This is an optimization exercise on Yosys and OpenROAD, whose aim is small area and a short achievable clock period, not a production implementation. At most, simulation tests tie the RTL to the original design; equivalence was not proved. No activity file was given, so power comes from the tool's default toggle rates.

==> flow/design.v <==
package eth_sw_pkg;
    typedef logic [31:0] eth_word_t;
    typedef struct packed {
        logic      eop;
        eth_word_t data;
    } fifo_entry_t;
    typedef enum logic [1:0] {IDLE, SEND, GAP} egress_state_e;
    typedef enum logic {PORT_A, PORT_B} port_sel_e;
    localparam eth_word_t ADDR_A_DEF        = 32'hA0A0_A0A0;
    localparam eth_word_t ADDR_B_DEF        = 32'hB0B0_B0B0;
    localparam int        FIFO_DEPTH_DEF    = 32;
    localparam int        MAX_PKT_WORDS_DEF = 16;
endpackage
module eth_pkt_fifo
#(
    parameter eth_sw_pkg::eth_word_t ADDR_A        = eth_sw_pkg::ADDR_A_DEF,
    parameter eth_sw_pkg::eth_word_t ADDR_B        = eth_sw_pkg::ADDR_B_DEF,
    parameter int        FIFO_DEPTH    = eth_sw_pkg::FIFO_DEPTH_DEF,
    parameter int        MAX_PKT_WORDS = eth_sw_pkg::MAX_PKT_WORDS_DEF
) (
    input  logic        clk,
    input  logic        rst_n,
    input  logic        in_valid,
    input  logic [31:0] in_data,
    input  logic        pop,         
    output logic [31:0] rd_data,     
    output logic        h_dest,      
    output logic        h_single,    
    output logic        pkt_avail,
    output logic        drop
);
    localparam int AW = $clog2(FIFO_DEPTH);
    localparam int WW = $clog2(MAX_PKT_WORDS + 1);
    localparam logic [AW:0]   MAX_USED = FIFO_DEPTH - MAX_PKT_WORDS;   
    localparam logic [WW-1:0] MAX_W    = MAX_PKT_WORDS;
    logic [31:0]   mem [0:FIFO_DEPTH-1];
    logic [AW:0]   wr_ptr, rd_ptr, cmt_ptr, used, wr_inc, rd_inc;
    logic [AW-1:0] hdr_ptr;
    logic [WW-1:0] wcnt;
    logic          prev_valid, storing, hdr_dest, room, avail;
    logic          sop, match_a, match_b, admit, pay_ok, pay, commit, wr_en;
    logic [5:0]    hrec;
    logic [31:0]   wdata;
    logic [FIFO_DEPTH-1:0] wr_dec, hdr_dec, rd_dec, we;
    always_comb begin
        match_a = (in_data == ADDR_A);
        match_b = (in_data == ADDR_B);
        sop     = in_valid & ~prev_valid;
        admit   = sop & (match_a | match_b) & room;
        pay_ok  = prev_valid & storing & (wcnt < MAX_W);
        pay     = in_valid & pay_ok;
        commit  = ~in_valid & prev_valid & storing;
        drop    = sop & ~admit;
        wr_en   = admit | pay;
        hrec    = {4'(wcnt - 2'd2), (wcnt == WW'(1)), hdr_dest};
        wdata   = {in_data[31:6], in_valid ? in_data[5:0] : hrec};
    end
    always_comb begin
        for (int i = 0; i < FIFO_DEPTH; i++) begin
            wr_dec[i]  = pay_ok & (wr_ptr[AW-1:0] == AW'(i));
            hdr_dec[i] = prev_valid & storing & (hdr_ptr == AW'(i));
            we[i]      = in_valid ? wr_dec[i] : hdr_dec[i];
        end
    end
    always_ff @(posedge clk) begin
        for (int i = 0; i < FIFO_DEPTH; i++) begin
            if (we[i]) mem[i] <= wdata;
        end
    end
    always_ff @(posedge clk) begin
        if (admit) begin
            hdr_ptr  <= wr_ptr[AW-1:0];
            hdr_dest <= match_b;
            wcnt     <= WW'(1);
        end else if (pay) begin
            wcnt <= wcnt + 1'b1;
        end
    end
    logic [1:0] nxt_rec;
    always_comb begin
        rd_data = '0;
        nxt_rec = '0;
        for (int i = 0; i < FIFO_DEPTH; i++) begin
            rd_data = rd_data | ({32{rd_dec[i]}} & mem[i]);
            nxt_rec = nxt_rec | ({2{rd_dec[i]}} & mem[(i + 1) % FIFO_DEPTH][1:0]);
        end
    end
    assign wr_inc = wr_ptr + 1'b1;
    assign rd_inc = rd_ptr + 1'b1;
    logic hit_cur, hit_nxt;
    assign hit_cur = (hdr_ptr == rd_ptr[AW-1:0]);
    assign hit_nxt = (hdr_ptr == rd_inc[AW-1:0]);
    logic [1:0] h_stay, h_move, h_new;
    assign h_new  = {(wcnt == WW'(1)), hdr_dest};
    assign h_stay = (commit & hit_cur) ? h_new : {h_single, h_dest};
    assign h_move = (commit & hit_nxt) ? h_new : nxt_rec;
    always_ff @(posedge clk) begin
        {h_single, h_dest} <= pop ? h_move : h_stay;
    end
    logic le_dn, le_eq, le_up, ne_cc, ne_ci, ne_wc, ne_wi;
    assign used  = wr_ptr - rd_ptr;
    assign le_up = (used <  MAX_USED);            
    assign le_eq = (used <= MAX_USED);
    assign le_dn = (used <= MAX_USED + 1'b1);     
    assign ne_cc = (cmt_ptr != rd_ptr);
    assign ne_ci = (cmt_ptr != rd_inc);
    assign ne_wc = (wr_ptr  != rd_ptr);
    assign ne_wi = (wr_ptr  != rd_inc);
    always_ff @(posedge clk or negedge rst_n) begin
        if (!rst_n) begin
            wr_ptr     <= '0;
            rd_ptr     <= '0;
            cmt_ptr    <= '0;
            rd_dec     <= FIFO_DEPTH'(1);
            room       <= 1'b1;
            avail      <= 1'b0;
            prev_valid <= 1'b1;
            storing    <= 1'b0;
        end else begin
            prev_valid <= in_valid;
            if (wr_en) wr_ptr <= wr_inc;
            if (pop) begin
                rd_ptr <= rd_inc;
                rd_dec <= {rd_dec[FIFO_DEPTH-2:0], rd_dec[FIFO_DEPTH-1]};
            end
            if (commit) cmt_ptr <= wr_ptr;
            if (admit)       storing <= 1'b1;
            else if (commit) storing <= 1'b0;
            case ({wr_en, pop})
                2'b10:   room <= le_up;
                2'b01:   room <= le_dn;
                default: room <= le_eq;
            endcase
            case ({commit, pop})
                2'b10:   avail <= ne_wc;
                2'b11:   avail <= ne_wi;
                2'b01:   avail <= ne_ci;
                default: avail <= ne_cc;
            endcase
        end
    end
    assign pkt_avail = avail;
endmodule
module eth_switch_2p
#(
    parameter eth_sw_pkg::eth_word_t ADDR_A        = eth_sw_pkg::ADDR_A_DEF,
    parameter eth_sw_pkg::eth_word_t ADDR_B        = eth_sw_pkg::ADDR_B_DEF,
    parameter int        FIFO_DEPTH    = eth_sw_pkg::FIFO_DEPTH_DEF,
    parameter int        MAX_PKT_WORDS = eth_sw_pkg::MAX_PKT_WORDS_DEF
) (
    input  logic        clk,
    input  logic        rst_n,
    input  logic        Ain,
    input  logic [31:0] inDataA,
    input  logic        Bin,
    input  logic [31:0] inDataB,
    output logic        Aout,
    output logic [31:0] outDataA,
    output logic        Bout,
    output logic [31:0] outDataB,
    output logic [15:0] drop_cnt_a,
    output logic [15:0] drop_cnt_b
);
    logic [1:0]       pop, pkt_avail, drop, h_dest, h_single, busy;
    logic [1:0][31:0] rd_data;
    logic [1:0][31:0] port_addr;
    logic [1:0][1:0]  cand;
    logic [1:0]       contend, gnt_v, gnt, grant, idle, last;
    logic [1:0]       send_q, gap_q;    
    logic [1:0][3:0]  rem_q;
    logic [1:0]       sel_q;
    logic [1:0]       rr_q;
    logic [1:0]       out_v;
    logic [1:0][31:0] out_d;
    logic [1:0][15:0] dcnt;
    assign port_addr[0] = ADDR_A;
    assign port_addr[1] = ADDR_B;
    for (genvar f = 0; f < 2; f++) begin : g_ing
        eth_pkt_fifo #(
            .ADDR_A(ADDR_A), .ADDR_B(ADDR_B),
            .FIFO_DEPTH(FIFO_DEPTH), .MAX_PKT_WORDS(MAX_PKT_WORDS)
        ) u_fifo (
            .clk(clk), .rst_n(rst_n),
            .in_valid((f == 0) ? Ain : Bin),
            .in_data((f == 0) ? inDataA : inDataB),
            .pop(pop[f]),
            .rd_data(rd_data[f]), .h_dest(h_dest[f]), .h_single(h_single[f]),
            .pkt_avail(pkt_avail[f]), .drop(drop[f])
        );
    end
    always_comb begin
        for (int f = 0; f < 2; f++) begin
            busy[f] = (send_q[0] & (sel_q[0] == f[0])) | (send_q[1] & (sel_q[1] == f[0]));
        end
        for (int p = 0; p < 2; p++) begin
            idle[p] = ~send_q[p] & ~gap_q[p];
            for (int f = 0; f < 2; f++) begin
                cand[p][f] = pkt_avail[f] & ~busy[f] & (h_dest[f] == p[0]);
            end
            contend[p] = &cand[p];
            gnt_v[p]   = |cand[p];
            gnt[p]     = contend[p] ? rr_q[p] : ~cand[p][0];
            grant[p]   = idle[p] & gnt_v[p];
            last[p]    = idle[p] ? h_single[gnt[p]] : (rem_q[p] == 4'd0);
        end
        for (int f = 0; f < 2; f++) begin
            pop[f] = busy[f] | (grant[0] & (gnt[0] == f[0])) | (grant[1] & (gnt[1] == f[0]));
        end
    end
    always_ff @(posedge clk or negedge rst_n) begin
        if (!rst_n) begin
            send_q <= '0;
            gap_q  <= '0;
            sel_q  <= '0;
            rr_q   <= '0;
        end else begin
            for (int p = 0; p < 2; p++) begin
                send_q[p] <= (grant[p] | send_q[p]) & ~last[p];
                gap_q[p]  <= (grant[p] | send_q[p]) & last[p];
                if (grant[p]) sel_q[p] <= gnt[p];
                if (idle[p] && contend[p]) rr_q[p] <= ~rr_q[p];
            end
        end
    end
    always_ff @(posedge clk) begin
        for (int p = 0; p < 2; p++) begin
            if (grant[p])       rem_q[p] <= rd_data[gnt[p]][5:2];
            else if (send_q[p]) rem_q[p] <= rem_q[p] - 1'b1;
        end
    end
    logic [1:0][15:0] dcnt_inc;
    logic [1:0]       dcnt_full;
    always_comb begin
        for (int p = 0; p < 2; p++) begin
            dcnt_full[p] = &dcnt[p];
            for (int i = 0; i < 16; i++) begin
                dcnt_inc[p][i] = dcnt[p][i] ^ ((dcnt[p] & ((16'd1 << i) - 16'd1)) == ((16'd1 << i) - 16'd1));
            end
        end
    end
    always_ff @(posedge clk or negedge rst_n) begin
        if (!rst_n) begin
            out_v <= '0;
            out_d <= '0;
            dcnt  <= '0;
        end else begin
            for (int p = 0; p < 2; p++) begin
                out_v[p] <= grant[p] | send_q[p];
                out_d[p] <= grant[p] ? port_addr[p] : (send_q[p] ? rd_data[sel_q[p]] : '0);
                if (drop[p] && !dcnt_full[p]) dcnt[p] <= dcnt_inc[p];
            end
        end
    end
    assign Aout       = out_v[0];
    assign outDataA   = out_d[0];
    assign Bout       = out_v[1];
    assign outDataB   = out_d[1];
    assign drop_cnt_a = dcnt[0];
    assign drop_cnt_b = dcnt[1];
endmodule
make LEC_CHECK=0 CAP_MARGIN=20 CORE_MARGIN=2 CORE_UTILIZATION=40 CTS_CLUSTER_DIAMETER=100 CTS_CLUSTER_SIZE=30 SETUP_SLACK_MARGIN=3.8 SLEW_MARGIN=20 TNS_END_PERCENT=10 finish   # period 6.5 ns
run.sh (not shown) runs the stock make flow with config.mk's settings and CLKGATE_MAP_FILE= SYNTH_SCRIPT=/design/flow/synth_recipe.tcl, a recipe that flattens the netlist after the stock synthesis.
The baseline completed without violations.
Change:
- CORE_UTILIZATION: 40 -> 55
- CTS_CLUSTER_DIAMETER: 100 -> 80
- CTS_CLUSTER_SIZE: 30 -> 24
=>
- The new run went through all stages and came out clean
- total power goes up by about 2.5%
- area after synthesis is unchanged
- worst setup slack improved by 0.33 ns
- register-to-register slack gets better by 0.33 ns
- combinational power stays flat
- clock power went up by 9.2%
- utilization rose by 17 points
- die area is lower by about 27%
Change:
- CORE_UTILIZATION: 55 -> 40
- CTS_CLUSTER_DIAMETER: 80 -> unset
- CTS_CLUSTER_SIZE: 24 -> unset
=> Core utilization shrinks by 15 points; via count grows by 3.2%; total power grows by about 17%; clock-buffer cell count grows by 81; worst setup slack loses 0.19 ns.
Change:
==> flow/flow/run.sh (new file) <==
#!/bin/bash
# The standard layout (the standard.sh, all steps), with two changes:
#  - port buffers of a plain buffer cell instead of the flow's default pick;
#  - clock tree synthesis without dummy loads.
set -euo pipefail
bash standard.sh \
  "BUFFER_PORTS_ARGS=-buffer_cell sky130_fd_sc_hd__buf_4" \
  "CTS_ARGS=-sink_clustering_enable -repair_clock_nets -dont_use_dummy_load" \
  finish > make_finish.log 2>&1
==> flow/standard.sh (new file) <==
#!/bin/bash
# synth_recipe.tcl (not shown) runs the flow's synth.tcl, then flattens the netlist and writes it again
# the make line also repeats each setting of config.mk as NAME=value (left out here)
make -C /OpenROAD-flow-scripts/flow DESIGN_CONFIG=/design/flow/config.mk WORK_HOME=/design/flow/orfs CLKGATE_MAP_FILE= SYNTH_SCRIPT=/design/flow/synth_recipe.tcl "${@:-finish}"
removed: flow/run.sh
- via count is about the same
- maximum frequency rises by 6.8%
- final area falls by 1.9%
- power falls by 7.3%
- register-to-register slack improves by 0.04 ns
- hold slack degrades by 0.11 ns
- global-route usage rises by 0.34 points
- wire length rises by 0.93%
- synthesized area stays the same
- clock skew rises by 0.049 ns
- clock power falls by 18%
Function was not checked in any run of this note: the RTL went through the layout flow alone.

========
eth_switch_2p, a different RTL version from the one above (not shown whole).
For scale: roughly 5,000 cells after synthesis, ~2,300 flip-flops, about 170 I/O pins, roughly 86,000 µm² of cells after synthesis.
==> flow/config.mk <==
export PLATFORM = sky130hd
export DESIGN_NAME = eth_switch_2p
export DESIGN_NICKNAME = eth_switch_2p
export VERILOG_FILES = /design/flow/design.v
export SDC_FILE = /design/flow/constraint.sdc
export NUM_CORES = 4
export LEC_CHECK = 0
export CAP_MARGIN = 20
export CORE_MARGIN = 2
export CORE_UTILIZATION = 40
export SETUP_SLACK_MARGIN = 3.8
export SLEW_MARGIN = 20
export TNS_END_PERCENT = 10
==> flow/constraint.sdc <==
create_clock -name core_clock -period 6.5 [get_ports {clk}]
set_input_delay 1.3000 -clock core_clock [delete_from_list [all_inputs] [get_ports {clk}]]
set_output_delay 1.3000 -clock core_clock [all_outputs]
set_load 0.01 [all_outputs]
standard.sh (not shown) runs the stock make flow with config.mk's settings and CLKGATE_MAP_FILE= SYNTH_SCRIPT=/design/flow/synth_recipe.tcl, a recipe that flattens the netlist after the stock synthesis.
==> flow/flow/run.sh <==
#!/bin/bash
# The standard layout (the standard.sh, all steps), with two changes:
#  - port buffers of a plain buffer cell instead of the flow's default pick;
#  - clock tree synthesis without dummy loads and with larger sink clusters.
set -euo pipefail
bash standard.sh \
  "BUFFER_PORTS_ARGS=-buffer_cell sky130_fd_sc_hd__buf_4" \
  "CTS_ARGS=-sink_clustering_enable -repair_clock_nets -dont_use_dummy_load -sink_clustering_size 24 -sink_clustering_max_diameter 80" \
  finish > make_finish.log 2>&1
The starting point passed the timing, design-rule and antenna checks.
Rerun with:
--- a/flow/config.mk
+++ b/flow/config.mk
@@ -10 +10 @@
-export CORE_UTILIZATION = 40
+export CORE_UTILIZATION = 55
@@ -13 +13 @@
-export TNS_END_PERCENT = 10
+export TNS_END_PERCENT = 30
Wire length climbs by 0.74%.
Sequential power is about the same.
Cell count fell by about 9%.
Utilization went up by 17 points.
Count of clock-buffer cells in the layout went down by 5.
Total power went down by about 0.7%.
No functional check of the RTL was part of any run of this note.

========
## job 4861
eth_switch_2p, a different RTL version from the one above (not shown whole).
For scale: roughly 0.086 sq mm of cells after synthesis.
## eth_switch_2p
module eth_switch_2p
#(
    parameter eth_sw_pkg::eth_word_t ADDR_A        = eth_sw_pkg::ADDR_A_DEF,
    parameter eth_sw_pkg::eth_word_t ADDR_B        = eth_sw_pkg::ADDR_B_DEF,
    parameter int        FIFO_DEPTH    = eth_sw_pkg::FIFO_DEPTH_DEF,
    parameter int        MAX_PKT_WORDS = eth_sw_pkg::MAX_PKT_WORDS_DEF
) (
    input  logic        clk,
    input  logic        rst_n,
    input  logic        Ain,
    input  logic [31:0] inDataA,
    input  logic        Bin,
    input  logic [31:0] inDataB,
    output logic        Aout,
    output logic [31:0] outDataA,
    output logic        Bout,
    output logic [31:0] outDataB,
    output logic [15:0] drop_cnt_a,
    output logic [15:0] drop_cnt_b
);
    logic [1:0]       pop, pkt_avail, drop, h_dest, h_single, busy;
    logic [1:0][31:0] rd_data;
    logic [1:0][31:0] port_addr;
    logic [1:0][1:0]  cand;
    logic [1:0]       contend, gnt_v, gnt, grant, idle, last;
    logic [1:0]       send_q, gap_q;    
    logic [1:0][3:0]  rem_q;
    logic [1:0]       sel_q;
    logic [1:0]       rr_q;
    logic [1:0]       out_v;
  ...
Settings: LEC_CHECK=0, CAP_MARGIN=20, CORE_MARGIN=2, CORE_UTILIZATION=55, SETUP_SLACK_MARGIN=3.8, SLEW_MARGIN=20, TNS_END_PERCENT=100; clock period 6.5 ns.
Scripts as last shown in full above: flow/flow/run.sh
Edits applied to the flow inputs when going from job 4861 to job 2294:
- TNS_END_PERCENT now 60, was 100
- SETUP_SLACK_MARGIN now 4.0, was 3.8
- CORE_UTILIZATION now 60, was 55
## What came out
- Going from job 4861 to job 2294, buffers inserted during post-CTS setup optimization grew by more than 100%.
- In the tables for job 4861 and job 2294, global routing usage on met3 reads higher with job 2294.
- Count of clock-buffer cells in the layout, job 4861 and job 2294, lower one = job 2294.
- Job 2294 vs job 4861: switching share of power up in job 2294
- The fraction of area in multi-input gates was comparable across job 4861 and job 2294.
- Delta (job 2294 minus job 4861): number of vias per cell went up; power of the clock network down about 0.7%; number of buffers other than clock buffers in the final layout now sits higher; fmax went up 4.0%.
- Slowest cell on the critical path = sky130_fd_sc_hd__or4_1: job 4861; slowest cell on the critical path = sky130_fd_sc_hd__dfrtp_2: job 2294
- Run comparison: job 4861 kind of critical path register to register; job 2294 kind of critical path register to output port
- Min post-route fraction of the period consumed by the critical path across job 4861 and job 2294: job 2294
Relative to job 2294, the following input files were edited for job 7136:
- setting PLACE_DENSITY to 0.75 for the first time
- changing SETUP_SLACK_MARGIN from 4.0 to 3.9
- changing CORE_UTILIZATION from 60 to 70
- changing TNS_END_PERCENT from 60 to 80
[summary]
Job 7136 vs. job 2294: non-clock buffer count moved down, routing usage on met1 +4.6 points, number of detailed-routing iterations run before antenna repair -2.
Diff job 2294 -> job 7136 | number of core rows | down by a little under 10%
Initial cell density of the core (job 7136 over job 2294): increase, 10 points
Between job 2294 and job 7136, proportion of layout cells with a drive suffix above 1 decreased.
Global-route usage up 2.6 points in job 7136 wrt job 2294
Relative to job 2294, the arrival time of data at the critical path endpoint of job 7136 is higher by 1900 ps.
Looking at critical path class, the register to output port result is from job 2294; the input port to register one comes from job 7136.
Between job 7136 and job 2294, the minimum period implied by the final worst setup slack figures differ only marginally.
### job 7136 -> job 2145
- SETUP_SLACK_MARGIN changed from 3.9 to 3.8
- CORE_UTILIZATION changed from 70 to 60
- PLACE_DENSITY changed from 0.75 to 0.7
==> run summary <==
- Changes observed in job 2145 relative to job 7136: maximum net fanout on the critical path dropped 7, initial antenna violation count climbed 4, buffer and inverter count on the worst path dropped 2, sequential portion of the cell area climbed 0.61 points.
- Summary: with job 7136 as the reference, post-route total power in job 2145 moved down slightly.

## static timing again, ports no longer ideal
The flow's constraints put no driver on any port. The routed layouts listed below were extracted and timed again, unchanged, in two steps.
Step 1 (the two cells are an assumption about what drives the block):
set clk [get_ports {clk}]
set_driving_cell -lib_cell sky130_fd_sc_hd__clkbuf_16 $clk
set_driving_cell -lib_cell sky130_fd_sc_hd__buf_2 [delete_from_list [all_inputs] $clk]
Step 2, shift: input delay + t, output delay - t, t = (earliest + latest rising clock arrival at the registers) / 2. This alone moves slack from input paths to output paths.
Three values: ideal, step 1, step 2; two values: the first two.
| run | t, ns | slack for setup (ns) | worst register clock-pin slew, ns |
|---|---|---|---|
| the first run of note 1 | 0.885 | 3.009 / 3.048 / 2.163 | 0.12 / 0.12 |
| the second run of note 1 | 0.863 | 3.338 / 3.334 / 2.471 | 0.10 / 0.10 |
| the third run of note 1 | 0.939 | 3.148 / 3.208 / 2.269 | 0.07 / 0.07 |
| the fourth run of note 1 | 0.934 | 3.363 / 3.271 / 2.336 | 0.07 / 0.07 |
| the first run of note 2 | 0.879 | 3.232 / 3.232 / 2.488 | 0.10 / 0.10 |
| the second run of note 2 | 0.835 | 3.384 / 3.433 / 2.598 | 0.10 / 0.10 |
| job 4861 | 0.841 | 3.658 / 3.650 / 2.922 | 0.10 / 0.10 |
| job 2294 | 0.829 | 3.769 / 3.682 / 2.939 | 0.10 / 0.10 |
| job 7136 | 0.804 | 3.771 / 3.719 / 2.914 | 0.10 / 0.10 |
| job 2145 | 0.827 | 3.742 / 3.658 / 2.893 | 0.10 / 0.10 |
After both steps setup and hold are still met in every run listed. For the fourth run of note 1, which loses most, drivers alone change the setup slack by -0.092 ns; drivers and shift together by -1.027 ns.
